This design comes from an exercise in tuning for small area, a short achievable clock period and few clock cycles per item on the open sky130 flow, not from production work. Only simulation tests tie the RTL to the original design; equivalence was not proved.

## flow/config.mk

```make
export PLATFORM = sky130hd
export DESIGN_NAME = alu
export DESIGN_NICKNAME = alu
export VERILOG_FILES = /design/flow/design.v
export SDC_FILE = /design/flow/constraint.sdc
export NUM_CORES = 4
export LEC_CHECK = 0
export CAP_MARGIN = 20
export CORE_MARGIN = 2
export CORE_UTILIZATION = 60
export SETUP_SLACK_MARGIN = 4.0
export SLEW_MARGIN = 20
```

## flow/constraint.sdc

```tcl
create_clock -name core_clock -period 8.0 [get_ports {clock}]
set_input_delay 1.6000 -clock core_clock [delete_from_list [all_inputs] [get_ports {clock}]]
set_output_delay 1.6000 -clock core_clock [all_outputs]
set_load 0.01 [all_outputs]
```

## flow/design.v

```verilog
`default_nettype none
package alu_pkg;
    localparam int data_width = 32;
    localparam int shift_width = 5;
    localparam int muldiv_steps = 32;
    typedef logic [data_width-1:0] alu_word_t;
    typedef enum logic [3:0] {
        op_add = 4'd0,
        op_sub = 4'd1,
        op_and = 4'd2,
        op_or  = 4'd3,
        op_sll = 4'd4,
        op_sra = 4'd5,
        op_mul = 4'd6,
        op_div = 4'd7,
        op_xor = 4'd8
    } alu_op_e;
    typedef enum logic [1:0] {
        st_idle = 2'd0,
        st_mul  = 2'd1,
        st_div  = 2'd2,
        st_hold = 2'd3
    } alu_state_e;
endpackage
`default_nettype wire
`default_nettype none
module barrel_shifter (
    input  wire logic [31:0] value,
    input  wire logic [4:0]  shift_amount,
    input  wire logic        left,
    output logic [31:0]      shifted
);
    logic [31:0] rev_in, in_sel, r, rev_out;
    logic [63:0] wide;
    logic        fill;
    always_comb begin
        for (int i = 0; i < 32; i++) rev_in[i] = value[31-i];
    end
    assign fill   = !left && value[31];
    assign in_sel = left ? rev_in : value;
    assign wide   = {{32{fill}}, in_sel} >> shift_amount;
    assign r      = wide[31:0];
    always_comb begin
        for (int i = 0; i < 32; i++) rev_out[i] = r[31-i];
    end
    assign shifted = left ? rev_out : r;
endmodule
`default_nettype wire
`default_nettype none
module multiplier (
    input  wire logic        clock,
    input  wire logic        arst_n,
    input  wire logic        start,       
    input  wire logic [31:0] mag_a,
    input  wire logic [31:0] mag_b,
    input  wire logic [4:0]  len_a,       
    input  wire logic [4:0]  len_b,       
    input  wire logic        ext_a,       
    input  wire logic        ext_b,
    input  wire logic        sign,        
    input  wire logic        take,        
    output logic             busy,        
    output logic             ready,       
    output logic [31:0]      res,
    output logic             ovf
);
    typedef enum logic [1:0] {S_IDLE, S_STEP, S_DONE} st_e;
    st_e st;
    logic [31:0] mcand, mplier;
    logic [3:0]  cnt;
    logic [31:0] s_q, c_q;
    logic        sticky, neg;
    logic [7:0]  d;
    logic [31:0] x [10];
    logic [7:0]  hi [10];     
    logic        up_q;        
    assign d = mplier[31:24];
    assign x[0]  = {s_q[23:0], 8'b0};
    assign hi[0] = s_q[31:24];
    assign x[1]  = {c_q[23:0], 8'b0};
    assign hi[1] = c_q[31:24];
    for (genvar i = 0; i < 8; i++) begin : g_pp
        logic [39:0] pp;
        assign pp      = {8'b0, mcand & {32{d[i]}}} << i;
        assign x[2+i]  = pp[31:0];
        assign hi[2+i] = pp[39:32];
    end
    logic [31:0] a0, a1, a2, a3, a4, a5, b0, b1, b2, b3, c0, c1, e0, e1, f0, f1;
    logic [7:0]  drop;
    assign a0 = x[2] ^ x[3] ^ x[4];
    assign {drop[0], a1} = {((x[2] & x[3]) | (x[2] & x[4]) | (x[3] & x[4])), 1'b0};
    assign a2 = x[5] ^ x[6] ^ x[7];
    assign {drop[1], a3} = {((x[5] & x[6]) | (x[5] & x[7]) | (x[6] & x[7])), 1'b0};
    assign a4 = x[8] ^ x[9] ^ x[0];
    assign {drop[2], a5} = {((x[8] & x[9]) | (x[8] & x[0]) | (x[9] & x[0])), 1'b0};
    assign b0 = a0 ^ a1 ^ a2;
    assign {drop[3], b1} = {((a0 & a1) | (a0 & a2) | (a1 & a2)), 1'b0};
    assign b2 = a3 ^ a4 ^ a5;
    assign {drop[4], b3} = {((a3 & a4) | (a3 & a5) | (a4 & a5)), 1'b0};
    assign c0 = b0 ^ b1 ^ b2;
    assign {drop[5], c1} = {((b0 & b1) | (b0 & b2) | (b1 & b2)), 1'b0};
    assign e0 = c0 ^ c1 ^ b3;
    assign {drop[6], e1} = {((c0 & c1) | (c0 & b3) | (c1 & b3)), 1'b0};
    assign f0 = e0 ^ e1 ^ x[1];
    assign {drop[7], f1} = {((e0 & e1) | (e0 & x[1]) | (e1 & x[1])), 1'b0};
    logic up;
    always_comb begin
        up = |drop;
        for (int i = 0; i < 10; i++) up = up | (|hi[i]);
    end
    logic        swap, nz_a, nz_b;
    logic [4:0]  len_m;
    logic        ext_m;
    logic [5:0]  lm1;
    logic [2:0]  n;
    logic [31:0] mpl_sel;
    assign swap    = (len_a < len_b);
    assign nz_a    = (len_a != 5'd0) || ext_a;
    assign nz_b    = (len_b != 5'd0) || ext_b;
    assign len_m   = swap ? len_a : len_b;
    assign ext_m   = swap ? ext_a : ext_b;
    assign lm1     = {1'b0, len_m} + {5'd0, ext_m} - 6'd1;
    assign n       = {swap ? nz_a : nz_b, lm1[4:3]};
    assign mpl_sel = swap ? mag_a : mag_b;
    logic [33:0] xs, xc, hs, hc, t;
    assign xs = {{2{neg}}, s_q};
    assign xc = {{2{neg}}, c_q};
    assign hs = xs ^ xc ^ {32'd0, neg, 1'b0};
    assign hc = ((xs & xc) | ({32'd0, neg, 1'b0} & (xs ^ xc))) << 1;
    assign t  = hs + hc;
    assign busy  = (st != S_IDLE);
    assign ready = (st == S_DONE);
    assign res   = t[31:0];
    assign ovf   = sticky || up_q || (neg ? !(&t[33:31]) : (t[32] || t[31]));
    always_ff @(posedge clock or negedge arst_n) begin
        if (!arst_n) begin
            st <= S_IDLE;
        end else begin
            case (st)
                S_IDLE: if (start) st <= n[2] ? S_STEP : S_DONE;
                S_STEP: if (cnt[1:0] == 2'd0) st <= S_DONE;
                S_DONE: if (take) st <= S_IDLE;
                default: st <= S_IDLE;
            endcase
        end
    end
    always_ff @(posedge clock) begin
        case (st)
            S_IDLE: begin
                mcand  <= swap ? mag_b : mag_a;
                mplier <= mpl_sel << {~n[1:0], 3'b000};
                cnt    <= {2'b00, n[1:0]};
                neg    <= sign && nz_a && nz_b;
                s_q    <= '0;
                c_q    <= '0;
                sticky <= 1'b0;
                up_q   <= 1'b0;
            end
            S_STEP: begin
                mplier <= mplier << 8;
                cnt    <= cnt - 4'd1;
                s_q    <= f0[31:0] ^ {32{neg && (cnt[1:0] == 2'd0)}};
                c_q    <= f1[31:0] ^ {32{neg && (cnt[1:0] == 2'd0)}};
                up_q   <= up;
                sticky <= sticky | up_q;
            end
            default: begin
                mplier <= mplier << 8;
                cnt    <= cnt - 4'd1;
            end
        endcase
    end
endmodule
`default_nettype wire
`default_nettype none
module divider (
    input  wire logic        clock,
    input  wire logic        arst_n,
    input  wire logic        start,
    input  wire logic [31:0] mag_a,
    input  wire logic [31:0] b,
    input  wire logic [4:0]  len_a,       
    input  wire logic [4:0]  len_b,       
    input  wire logic        ext_a,       
    input  wire logic        ext_b,
    input  wire logic        b_zero,
    input  wire logic        sign,
    input  wire logic        flag,        
    input  wire logic        take,
    output logic             busy,
    output logic             ready,
    output logic [31:0]      mag,
    output logic             neg,
    output logic             ovf
);
    typedef enum logic [1:0] {S_IDLE, S_STEP, S_DONE} st_e;
    st_e st;
    logic [31:0] rem, q;
    logic [34:0] dn;      
    logic        pb;      
    logic [4:0]  cnt;
    logic [6:0]  diff;
    logic        none;
    logic [4:0]  k;
    assign diff = ({2'b0, len_a} + {6'd0, ext_a}) - ({2'b0, len_b} + {6'd0, ext_b});
    assign none = diff[6] || b_zero;
    assign k    = diff[4:0] | 5'd1;
    logic [34:0] bk;
    assign bk = {{3{b[31]}}, b} << k;
    logic [34:0] r, h, t1, t2a, cs, cc, t2b;
    logic [35:0] t1w, t2aw, t2bw;
    logic        b1, b2;
    assign r    = {3'b0, rem};
    assign h    = {dn[34], dn[34:1]};
    assign t1w  = {r, 1'b1} + {dn, pb};
    assign t1   = t1w[35:1];
    assign t2aw = {r, 1'b1} + {h, pb};
    assign t2a  = t2aw[35:1];
    assign cs   = r ^ dn ^ h;
    assign cc   = {((r[33:0] & dn[33:0]) | (r[33:0] & h[33:0]) | (dn[33:0] & h[33:0])), pb};
    assign t2bw = {cs, 1'b1} + {cc, pb};
    assign t2b  = t2bw[35:1];
    assign b1   = !t1[34];
    assign b2   = b1 ? !t2b[34] : !t2a[34];
    assign busy  = (st != S_IDLE);
    assign ready = (st == S_DONE);
    assign mag   = q;
    always_ff @(posedge clock or negedge arst_n) begin
        if (!arst_n) begin
            st <= S_IDLE;
        end else begin
            case (st)
                S_IDLE: if (start) st <= none ? S_DONE : S_STEP;
                S_STEP: if (cnt == 5'd1) st <= S_DONE;
                S_DONE: if (take) st <= S_IDLE;
                default: st <= S_IDLE;
            endcase
        end
    end
    always_ff @(posedge clock) begin
        case (st)
            S_IDLE: begin
                rem <= mag_a;
                pb  <= !b[31];
                dn  <= bk ^ {35{!b[31]}};
                cnt <= {1'b0, k[4:1]} + 5'd1;
                q   <= '0;
                neg <= sign;
                ovf <= flag;
            end
            S_STEP: begin
                cnt <= cnt - 5'd1;
                dn  <= {{2{dn[34]}}, dn[34:2]};
                rem <= b1 ? (b2 ? t2b[31:0] : t1[31:0]) : (b2 ? t2a[31:0] : rem);
                q   <= {q[29:0], b1, b2};
            end
            default: begin
                cnt <= cnt - 5'd1;
                dn  <= {{2{dn[34]}}, dn[34:2]};
            end
        endcase
    end
endmodule
`default_nettype wire
`default_nettype none
module alu (
    input  wire logic                            clock,
    input  wire logic                            arst_n,
    input  wire logic                            in_valid,
    output logic                                 in_ready,
    input  wire logic [3:0]                      op,
    input  wire alu_pkg::alu_word_t              operand_a,
    input  wire alu_pkg::alu_word_t              operand_b,
    input  wire logic [alu_pkg::shift_width-1:0] shift_amount,
    output logic                                 out_valid,
    input  wire logic                            out_ready,
    output alu_pkg::alu_word_t                   result,
    output logic                                 not_equal,
    output logic                                 less_than,
    output logic                                 overflow
);
    localparam int QD = 4;
    function automatic [4:0] msbpos(input [31:0] v);
        reg [15:0] n1; reg [15:0] p1;
        reg [7:0]  n2; reg [15:0] p2;
        reg [3:0]  n3; reg [11:0] p3;
        reg [1:0]  n4; reg [7:0]  p4;
        integer i;
        begin
            for (i = 0; i < 16; i = i + 1) begin
                n1[i] = v[2*i+1] | v[2*i];
                p1[i] = v[2*i+1];
            end
            for (i = 0; i < 8; i = i + 1) begin
                n2[i] = n1[2*i+1] | n1[2*i];
                p2[2*i +: 2] = n1[2*i+1] ? {1'b1, p1[2*i+1]} : {1'b0, p1[2*i]};
            end
            for (i = 0; i < 4; i = i + 1) begin
                n3[i] = n2[2*i+1] | n2[2*i];
                p3[3*i +: 3] = n2[2*i+1] ? {1'b1, p2[2*(2*i+1) +: 2]} : {1'b0, p2[2*(2*i) +: 2]};
            end
            for (i = 0; i < 2; i = i + 1) begin
                n4[i] = n3[2*i+1] | n3[2*i];
                p4[4*i +: 4] = n3[2*i+1] ? {1'b1, p3[3*(2*i+1) +: 3]} : {1'b0, p3[3*(2*i) +: 3]};
            end
            msbpos = n4[1] ? {1'b1, p4[7:4]} : {1'b0, p4[3:0]};
        end
    endfunction
    function automatic [4:0] onelen(input [31:0] x);
        reg [31:0] y;
        begin
            y = x ^ {32{x[31]}};
            onelen = msbpos({y[30:0], 1'b1});
        end
    endfunction
    function automatic pow2neg(input [31:0] x);
        reg [31:0] y;
        reg        m;
        integer i;
        begin
            y = ~x;
            m = x[31];
            for (i = 0; i < 31; i = i + 1) m = m & (y[i] | !y[i+1]);
            pow2neg = m;
        end
    endfunction
    function automatic [31:0] cond_neg(input [31:0] x, input s);
        reg [31:0] p;
        integer l, i;
        begin
            p = x;
            for (l = 0; l < 5; l = l + 1)
                for (i = 0; i < 32; i = i + 1)
                    if ((i >> l) & 1) p[i] = p[i] | p[((i >> l) << l) - 1];
            cond_neg = x ^ ({p[30:0], 1'b0} & {32{s}});
        end
    endfunction
    logic        xv;
    logic [31:0] xa, xb;
    logic [4:0]  xsh;
    logic        x_add, x_sub, x_and, x_or, x_xor, x_sll, x_sh, is_mul, is_div;
    logic [4:0]  x_la, x_lb;
    logic        x_ca, x_cb;
    logic        x_bz, x_dflag;
    logic x_go;
    always_ff @(posedge clock or negedge arst_n) begin
        if (!arst_n) xv <= 1'b0;
        else if (in_ready) xv <= in_valid;
    end
    always_ff @(posedge clock) begin
        if (in_ready) begin
            xa     <= operand_a;
            xb     <= (op == 4'd1) ? ~operand_b : operand_b;
            xsh    <= shift_amount;
            x_add  <= (op == 4'd0) || (op == 4'd1);
            x_sub  <= (op == 4'd1);
            x_and  <= (op == 4'd2);
            x_or   <= (op == 4'd3);
            x_xor  <= (op == 4'd8);
            x_sll  <= (op == 4'd4);
            x_sh   <= (op == 4'd4) || (op == 4'd5);
            is_mul <= (op == 4'd6);
            is_div <= (op == 4'd7);
            x_la   <= onelen(operand_a);
            x_lb   <= onelen(operand_b);
            x_ca   <= pow2neg(operand_a);
            x_cb   <= pow2neg(operand_b);
            x_bz   <= (operand_b == 32'd0);
            x_dflag <= (operand_b == 32'd0) || ((operand_a == 32'h80000000) && (&operand_b));
        end
    end
    logic [31:0] sum;
    logic [32:0] sum_w;
    logic        add_ovf;
    assign sum_w   = {xa, 1'b1} + {xb, x_sub};
    assign sum     = sum_w[32:1];
    assign add_ovf = (xa[31] == xb[31]) && (sum[31] != xa[31]);
    logic [31:0] shifted;
    barrel_shifter u_shift (
        .value(xa), .shift_amount(xsh), .left(x_sll), .shifted(shifted)
    );
    logic [34:0] simple_res;
    assign simple_res = ({35{x_add}} & {sum, 1'b1, sum[31] ^ add_ovf, add_ovf})
                      | ({35{x_and}} & {xa & xb, 3'b000})
                      | ({35{x_or}}  & {xa | xb, 3'b000})
                      | ({35{x_xor}} & {xa ^ xb, 3'b000})
                      | ({35{x_sh}}  & {shifted, 3'b000});
    logic        sa, sb;
    logic [31:0] mag_a, mag_b;
    assign sa = xa[31];
    assign sb = xb[31];
    assign mag_a = cond_neg(xa, sa);
    assign mag_b = cond_neg(xb, sb);
    logic [1:0]  q_kind [QD];
    logic [34:0] q_data [QD];
    logic [1:0]  q_head, q_tail;
    logic [2:0]  q_cnt;
    logic        mul_busy, mul_ready, mul_ovf;
    logic [31:0] mul_res;
    logic        div_busy, div_ready, div_neg, div_ovf;
    logic [31:0] div_mag;
    logic full;
    assign full = (q_cnt == QD);
    assign x_go = xv && !full && (is_mul ? !mul_busy : is_div ? !div_busy : 1'b1);
    logic [1:0] h_kind;
    logic       h_ready, o_load, take_mul, take_div;
    assign h_kind  = q_kind[q_head];
    assign h_ready = (q_cnt != 3'd0)
                  && ((h_kind == 2'd0) || ((h_kind == 2'd1) && mul_ready)
                                       || ((h_kind == 2'd2) && div_ready));
    assign o_load   = h_ready && (!out_valid || out_ready);
    assign take_mul = o_load && (h_kind == 2'd1);
    assign take_div = o_load && (h_kind == 2'd2);
    always_ff @(posedge clock or negedge arst_n) begin
        if (!arst_n) begin
            q_head <= '0;
            q_tail <= '0;
            q_cnt  <= '0;
        end else begin
            if (x_go)   q_tail <= q_tail + 2'd1;
            if (o_load) q_head <= q_head + 2'd1;
            q_cnt <= q_cnt + {2'd0, x_go} - {2'd0, o_load};
        end
    end
    always_ff @(posedge clock) begin
        if (!full) begin
            q_kind[q_tail] <= is_mul ? 2'd1 : is_div ? 2'd2 : 2'd0;
            q_data[q_tail] <= simple_res;
        end
    end
    logic       xv_n, mul_n, div_n, ismul_n, isdiv_n, full_n;
    assign xv_n    = in_ready ? in_valid : xv;
    assign ismul_n = in_ready ? (op == 4'd6) : is_mul;
    assign isdiv_n = in_ready ? (op == 4'd7) : is_div;
    assign mul_n   = (mul_busy && !take_mul) || (x_go && is_mul);
    assign div_n   = (div_busy && !take_div) || (x_go && is_div);
    assign full_n  = ((q_cnt == QD) && !o_load) || ((q_cnt == QD - 1) && x_go && !o_load);
    always_ff @(posedge clock or negedge arst_n) begin
        if (!arst_n) in_ready <= 1'b0;
        else in_ready <= !xv_n || (!full_n && (ismul_n ? !mul_n : isdiv_n ? !div_n : 1'b1));
    end
    multiplier u_mul (
        .clock(clock), .arst_n(arst_n),
        .start(x_go && is_mul),
        .mag_a(mag_a), .mag_b(mag_b), .len_a(x_la), .len_b(x_lb), .ext_a(x_ca), .ext_b(x_cb),
        .sign(sa ^ sb), .take(take_mul),
        .busy(mul_busy), .ready(mul_ready), .res(mul_res), .ovf(mul_ovf)
    );
    divider u_div (
        .clock(clock), .arst_n(arst_n),
        .start(x_go && is_div),
        .mag_a(mag_a), .b(xb), .len_a(x_la), .len_b(x_lb),
        .b_zero(x_bz), .sign(sa ^ sb), .ext_a(x_ca), .ext_b(x_cb), .flag(x_dflag), .take(take_div),
        .busy(div_busy), .ready(div_ready), .mag(div_mag), .neg(div_neg), .ovf(div_ovf)
    );
    logic [31:0] div_res;
    assign div_res = cond_neg(div_mag, div_neg);
    always_ff @(posedge clock or negedge arst_n) begin
        if (!arst_n) out_valid <= 1'b0;
        else if (!out_valid || out_ready) out_valid <= h_ready;
    end
    always_ff @(posedge clock) begin
        if (o_load) begin
            case (h_kind)
                2'd1:    {result, not_equal, less_than, overflow} <= {mul_res, 2'b00, mul_ovf};
                2'd2:    {result, not_equal, less_than, overflow} <= {div_res, 2'b00, div_ovf};
                default: {result, not_equal, less_than, overflow} <= {q_data[q_head][34:3],
                             q_data[q_head][2] && (|q_data[q_head][34:3]), q_data[q_head][1:0]};
            endcase
        end
    end
endmodule
`default_nettype wire
```

## flow/run.sh

```bash
#!/bin/bash
# synth_recipe.tcl (not shown) runs the flow's synth.tcl, then flattens the netlist and writes it again
# the make line also repeats each setting of config.mk as NAME=value (left out here)
make -C /OpenROAD-flow-scripts/flow DESIGN_CONFIG=/design/flow/config.mk WORK_HOME=/design/flow/orfs CLKGATE_MAP_FILE= SYNTH_SCRIPT=/design/flow/synth_recipe.tcl finish
```

==> flow_summary_export.csv, run 1 <==
group,metric,value,unit
run_status,status,"no timing/DRC/antenna violations",
setup_path,cp.required,8.48,ns
sta,holdWs,0.3996,ns
logic_synthesis,synth_top_area_share,28.22,%
cts,cts_num_sinks,524,
floorplan,core_area,0.07620,mm^2
grt,grt_pass1_wl,224300,um
detailed_routing,dr.pass1.iters,6,
cts,cts_tree,"yes",
detailed_routing,drt_iter0_drc,4960,
logic_synthesis,netlist_top_cells_count,"nand2_1, inv_1, nor2_1",
sta,rsz0062_at_grt,"yes",
placement,gp_congestion,1.079,
placement,place_area,0.04837,mm^2
setup_path,path_cells,"fa_1, ha_4, a2111oi_4, o21ai_2, a311oi_4, o211ai_1, buf_4, a21oi_4, a21oi_4, xor2_4, o21a_4, nor2_4, buf_6, or4_4, a32oi_2",
floorplan,die_area,0.07937,mm^2
finish,synthToLayoutAreaGrowth,13.99,%
worst_hold_path,hold_path.class,"reg -> reg",
placement,hpwl,110300,um
floorplan,die_h,281.7,um
sta,post-route-period-util,52.89,%
sta,slew-limit-headroom,14.37,%
logic_synthesis,synthDistinctLibCells,87,
sta,layout_min_cycle_time,4.231,ns
finish,multi_input_area,0.02970,mm^2
setup_path,crit_fanout,4,
setup_path,worst-path-buf-inv,2,
setup_path,cp-start-kind,"flip-flop",
cts,cts.clk_slew.worst_paths,0.06,ns
setup_path,critical_path.max_stage_delay,0.61,ns
floorplan,initial_utilization,60.73,%
sta,finClkSkew,0.06190,ns
setup_path,cp_common_cell,"a21oi_4",
cts,cts_root_buf,"clkbuf_16",
cts,clk_latency,0.67,ns
logic_synthesis,syn-num-nets,5610,
logic_synthesis,yosysMostFrequentCell,"nand2_1",
cts,cts_buffers,57,
logic_synthesis,synth_ff_type,"edfxtp_1",
sta,max_freq,236.4,MHz
grt,grt_pass1_vias,36730,
logic_synthesis,synth-seq-cells,524,
sta,fin_setup_tns,0,ns
logic_synthesis,ys_async_sr_fraction,2.672,%
sta,worst_pin_slew,1.275,ns
finish,fin_nets,5728,
logic_synthesis,synth_cells,5012,
cts,clock_path_buffers,3,
logic_synthesis,synth-edff-count,435,
detailed_routing,wl_per_cell,24.51,um
detailed_routing,vias,39620,
detailed_routing,ant_nets,0,
placement,io_buffers,113,
sta,setup_viol,0,
floorplan,row_count,101,
logic_synthesis,synth_top_area_cell,"edfxtp_1",
floorplan,io_pins,114,
setup_path,end_kind,"flip-flop",
detailed_routing,drt_wl_total,152300,um
grt,grt_util_all_layers,37.22,%
setup_path,cpLargestDelayFamily,"compound AO/OA/AOI/OAI gates",
floorplan,die_x,281.7,um
finish,register_area,0.01495,mm^2
logic_synthesis,yosys-top-cells-area,"edfxtp_1, fa_1, ha_1",
sta,hold_violations,0,
setup_path,worstSetupPathType,"reg -> reg",
detailed_routing,via_per_inst,6.376,
sta,report.final.slew_viol_count,0,
logic_synthesis,ys_warn_count,6,
grt,grt_overflow,0,
logic_synthesis,synth_area_per_cell,9.234,um^2
cts,cts_htree_levels,2,
grt,antenna_found_initial,7,
finish,finalInstanceArea,0.05276,mm^2
detailed_routing,drc,0,
setup_path,slowest_stage,"fa_1",
logic_synthesis,syn_area,0.04628,mm^2
logic_synthesis,ys_seq_area_share,32.23,%
finish,drive_gt1_share,11.49,%
finish,nFillCells,5980,
grt,grt_max_degree,79,
run,drv_cap,0,
setup_path,worstPathArrival,4.71,ns
cts,postCtsHoldBufs,0,
-- path summary, 6_finish.rpt --
path,startpoint,cells past startpoint,slack (ns),endpoint
setup / recovery,u_div.rem[5],15,3.77,u_div.rem[15]
hold / removal,u_mul.mplier[14],2,0.40,u_mul.mplier[22]
setup reg to reg,u_div.rem[5],15,3.77,u_div.rem[15]
hold reg to reg,u_mul.mplier[14],2,0.40,u_mul.mplier[22]
max in group asynchronous,arst_n,1,5.84,in_ready
min in group asynchronous,arst_n,1,1.47,u_div.st[1]
-- final cells by class --
class / instances / share of cell area, %
Antenna cell: 5 / 0.02372
Clock inverter: 37 / 0.8348
Timing Repair Buffer: 295 / 5.661
Sequential cell: 524 / 28.35
Multi-Input combinational cell: 3771 / 56.30
Tap cell: 1030 / 2.443
Clock buffer: 71 / 2.958
Inverter: 481 / 3.437
-- layout by cell type, fill, tap and decap left out, types with 112 or more instances in the layout --
cell type        netlist  routed
xnor2_1              226     223
a21oi_1              389     375
fa_1                 249     232
xor2_1               127     117
nor2_1               467     459
buf_4                  1     124
edfxtp_1             435     435
clkdlybuf4s50_1        0     112
inv_1                473     463
nand2_1              483     471
ha_1                 272     262
o21ai_0              319     295
-- metrics by stage --
| step | std cells | util, % | setup slack, ns |
|---|---|---|---|
| 2_1_floorplan | 5012 | - | 3.861 |
| 3_3_place_gp | 5963 | 63.46 | 2.961 |
| 3_5_place_dp | 5963 | 63.48 | 2.683 |
| 4_1_cts | 6129 | 67.25 | 3.909 |
| 5_1_grt | 6209 | 69.22 | 3.735 |
| 6_report | 6214 | 69.23 | 3.769 |
-- state kept, by name (all words and copies together) (netlist names), 3 cells and up --
signal and cells:
q_data 140, u_div.dn 35, result 32, u_div.q 32
u_div.rem 32, u_mul.mcand 32, u_mul.mplier 32, u_mul.s_q 32
xa 32, xb 32, u_mul.c_q 27, q_kind 8
u_div.cnt 5, x_la 5, x_lb 5, xsh 5
q_cnt 3
-- routing by layer --
| metal | global-route usage [%] | wire, um | up-vias |
|---|---|---|---|
| li1 | - | - | 17900 |
| met1 | 52.26 | 61660 | 19100 |
| met2 | 56.38 | 67240 | 2196 |
| met3 | 6.745 | 15130 | 426 |
| met4 | 17.01 | 8269 | 2 |
| met5 | 0 | 9 | - |
-- timing repair --
action | CTS | global route
endpoints found under the setup margin | 211 | 173
hold endpoints to repair | 0 | 0
gates resized for setup | 104 | 172
cloned | 2 | 6
setup buffers | 56 | 72
pin swaps | 28 | 100
-- kinds of logic after synthesis --
logic type | count (synthesis) | synth area share, %
and+or+nand+nor | 1483 | 14.79
AOI/OAI and AO/OA | 1240 | 16.58
buffers and inverters | 719 | 5.858
DFF | 524 | 32.23
adders and majority gates | 521 | 18.12
xor gates and xnor gates | 353 | 6.680
muxes | 172 | 5.742
-- worst min-delay path, cell delays in order (launching register included) --
cell and delay (ns):
dfxtp_1 0.31, nand2_1 0.04, o21ai_0 0.06
Testbench counts, summed over its fixed seeds: cycles 34,713, items 24,000.
==> inputs of run 2 (changes only) <==
--- a/flow/design.v
+++ b/flow/design.v
@@ -123,8 +123,8 @@
     assign n       = {swap ? nz_a : nz_b, lm1[4:3]};
     assign mpl_sel = swap ? mag_a : mag_b;
     logic [33:0] xs, xc, hs, hc, t;
-    assign xs = {{2{neg}}, s_q};
-    assign xc = {{2{neg}}, c_q};
+    assign xs = {2'b00, s_q} ^ {34{neg}};
+    assign xc = {2'b00, c_q} ^ {34{neg}};
     assign hs = xs ^ xc ^ {32'd0, neg, 1'b0};
     assign hc = ((xs & xc) | ({32'd0, neg, 1'b0} & (xs ^ xc))) << 1;
     assign t  = hs + hc;
@@ -159,8 +159,8 @@
             S_STEP: begin
                 mplier <= mplier << 8;
                 cnt    <= cnt - 4'd1;
-                s_q    <= f0[31:0] ^ {32{neg && (cnt[1:0] == 2'd0)}};
-                c_q    <= f1[31:0] ^ {32{neg && (cnt[1:0] == 2'd0)}};
+                s_q    <= f0[31:0];
+                c_q    <= f1[31:0];
                 up_q   <= up;
                 sticky <= sticky | up_q;
             end
==> flow_summary_export.csv, run 2 <==
group,metric,value,unit
run_status,status,"no timing/DRC/antenna violations",
detailed_routing,ant_nets,0,
logic_synthesis,synthMuxAreaShare,6.579,%
finish,final-instance-count-excl-fill,6115,
grt,grt_pass1_wl,222100,um
setup_path,worstPathArrival,4.42,ns
logic_synthesis,synth_cells,4977,
floorplan,die_h,282.8,um
setup_path,end_kind,"flip-flop",
setup_path,crit_fanout,4,
floorplan,core_area,0.07721,mm^2
placement,gp_congestion,1.027,
sta,max_freq,244.3,MHz
worst_hold_path,min-delay-start,"u_mul.mplier[5]",
cts,clk_latency,0.67,ns
sta,setup_viol,0,
setup_path,cp-start-kind,"flip-flop",
finish,final_util,66.79,%
finish,synthToLayoutAreaGrowth,10.58,%
finish,fin_nets,5618,
placement,hpwl,112200,um
placement,io_buffers,113,
cts,cts_root_buf,"clkbuf_16",
sta,rsz0062_at_grt,"yes",
setup_path,r2r_start,"u_mul.mcand[24]",
logic_synthesis,synth-seq-cells,523,
sta,setup_ws,3.907,ns
sta,layout_min_cycle_time,4.093,ns
cts,cts_buffers,56,
logic_synthesis,yosysMostFrequentCell,"nand2_1",
setup_path,reg2reg_slack,3.91,ns
floorplan,io_pins,114,
logic_synthesis,synth_ff_type,"edfxtp_1",
setup_path,r2r_cells,14,
sta,holdWs,0.3821,ns
logic_synthesis,ys_seq_area_share,31.92,%
detailed_routing,drt_iter0_drc,3985,
grt,grt_overflow,0,
logic_synthesis,synth_area_per_cell,9.370,um^2
worst_hold_path,hold_depth,2,
floorplan,die_area,0.07997,mm^2
detailed_routing,wl_per_cell,24.11,um
finish,drive_gt1_share,8.049,%
grt,grt_pass1_vias,36720,
cts,cts_htree_levels,2,
logic_synthesis,ys_warn_count,6,
placement,dp_slack,3.077,ns
logic_synthesis,synthXorXnorAreaFrac,6.780,%
finish,regMostFlops,"q_data",
sta,slew-limit-headroom,29.09,%
detailed_routing,vias,38720,
floorplan,die_x,282.8,um
logic_synthesis,synth_top_area_cell,"edfxtp_1",
logic_synthesis,synth-simple-area-share,15.01,%
logic_synthesis,yosys-top-cells-area,"edfxtp_1, fa_1, ha_1",
cts,postCtsHoldBufs,0,
logic_synthesis,synth_compound_area_share,16.15,%
setup_path,r2r_end,"u_mul.up_q",
logic_synthesis,synth-edff-count,434,
run,drv_cap,0,
grt,grt_util_all_layers,36.71,%
logic_synthesis,synth_top_family_by_area,"adder cells",
logic_synthesis,synthAdderAreaFrac,17.85,%
finish,nFillCells,6360,
sta,worst_pin_slew,1.056,ns
logic_synthesis,syn-num-nets,5574,
floorplan,row_count,102,
detailed_routing,drt_wl_total,147400,um
logic_synthesis,netlist_top_cells_count,"nand2_1, inv_1, edfxtp_1",
finish,largest_reg_flops,140,
worst_hold_path,hold_path.class,"reg -> reg",
setup_path,cp.required,8.33,ns
detailed_routing,via_per_inst,6.332,
logic_synthesis,synthDistinctLibCells,88,
detailed_routing,drc,0,
finish,final_cell_mix,"nand2_1, inv_1, edfxtp_1",
logic_synthesis,synth_top_area_share,27.95,%
cts,cts_tree,"yes",
sta,report.final.slew_viol_count,0,
sta,fin_setup_tns,0,ns
cts,clock_path_buffers,3,
logic_synthesis,ys_async_sr_fraction,2.677,%
worst_hold_path,holdPathEnd,"u_mul.mplier[13]",
logic_synthesis,syn_area,0.04663,mm^2
sta,finClkSkew,0.08000,ns
cts,cts_num_sinks,523,
floorplan,initial_utilization,60.40,%
grt,grt_max_degree,80,
setup_path,worstSetupPathType,"reg -> reg",
placement,dp_cells,5952,
grt,antenna_found_initial,5,
sta,post-route-period-util,51.16,%
detailed_routing,dr.pass1.iters,6,
sta,hold_violations,0,
finish,largestRegisters,"q_data (140), u_div.dn (35)",
finish,final_common_cell,"nand2_1",
cts,cts.clk_slew.worst_paths,0.06,ns
## run 2: cell families after synthesis
group / count (synthesis)
muxes: 214
AOI/OAI and AO/OA: 1188
buffers and inverters: 708
and+or+nand+nor: 1463
xor gates and xnor gates: 361
adders and majority gates: 520
DFF: 523
## run 2: final cells by class
cell class,instances,area (um^2),share of cell area [%]
tap,1040,1301,2.523
antenna,6,15.01,0.02912
timing repair buffer,216,2046,3.967
clock buffer,82,1600,3.103
multi-input combinational,3746,29630,57.46
inverter,478,1809,3.509
clock inverter,24,272.8,0.5290
sequential,523,14890,28.88
## run 2: critical path, cell delays in order (launching register included)
cell       delay (ns)
edfxtp_1         0.52
and2_4           0.20
fa_1             0.48
inv_1            0.06
fa_1             0.48
fa_1             0.55
inv_1            0.05
fa_1             0.37
inv_2            0.08
fa_2             0.20
nand2_1          0.08
nor3_2           0.14
nand4_1          0.13
a2111oi_2        0.29
a31oi_1          0.13
## run 2: per-layer routing
metal	share of wire, %	up-vias	GRT usage [%]
met2	45	1809	57.64
li1	-	17710	-
met3	8.2	374	5.047
met1	41	18820	50.21
met4	5.7	4	18.13
met5	0.018	-	0
## run 2: repair_timing
item	CTS	global route
cloned	1	1
pin swaps	8	12
gates resized for setup	50	77
setup buffers	25	24
endpoints found under the setup margin	133	140
## run 2: how the worst max path moves through the flow
| stage | from | slack (ns) | end | cells past startpoint |
|---|---|---|---|---|
| detailed placement | operand_b[31] | 3.08 | x_lb[1] | 8 |
| finish | u_mul.mcand[24] | 3.91 | u_mul.up_q | 14 |
| CTS | u_mul.mcand[24] | 3.97 | u_mul.up_q | 14 |
| global route | u_mul.mplier[28] | 3.79 | u_mul.up_q | 14 |
| floorplan | q_head[0] | 3.93 | q_cnt[2] | 15 |
| global placement | u_div.rem[0] | 3.13 | u_div.rem[19] | 13 |
## run 2: metrics by stage
stage | cell area [um^2]
floorplan | 46680
global placement | 48710
detailed placement | 48740
CTS | 51020
global route | 51560
finish | 51570
Testbench counts of run 2, summed over its fixed seeds: cycles 34,713, items 24,000.

-- port drivers added, routing unchanged --
In the flow no input, the clock included, has a driving cell. The finished layouts below were timed again as built, in two steps.
Step 1, drivers: a clkbuf_16 drives clock and a buf_2 each remaining input, both assumed.
Step 2 adds t to the input delays and takes it off the output delays; t is the mean of the earliest and latest rising clock arrival at the registers after step 1. Input paths then give back, and output paths get back, about the clock's delay inside the block.
Three values: no drivers, after step 1, after step 2; two values: the first two.
run | shift t [ns] | slack for setup (ns) | worst register clock-pin slew, ns
run 1 | 0.716 | 3.769 / 3.769 / 3.607 | 0.08 / 0.08
run 2 | 0.696 | 3.907 / 3.907 / 3.588 | 0.07 / 0.07
After both steps every run listed still meets setup and hold. The setup slack of run 2, which loses most, moves by 0.000 ns with the drivers and by -0.319 ns with both steps.
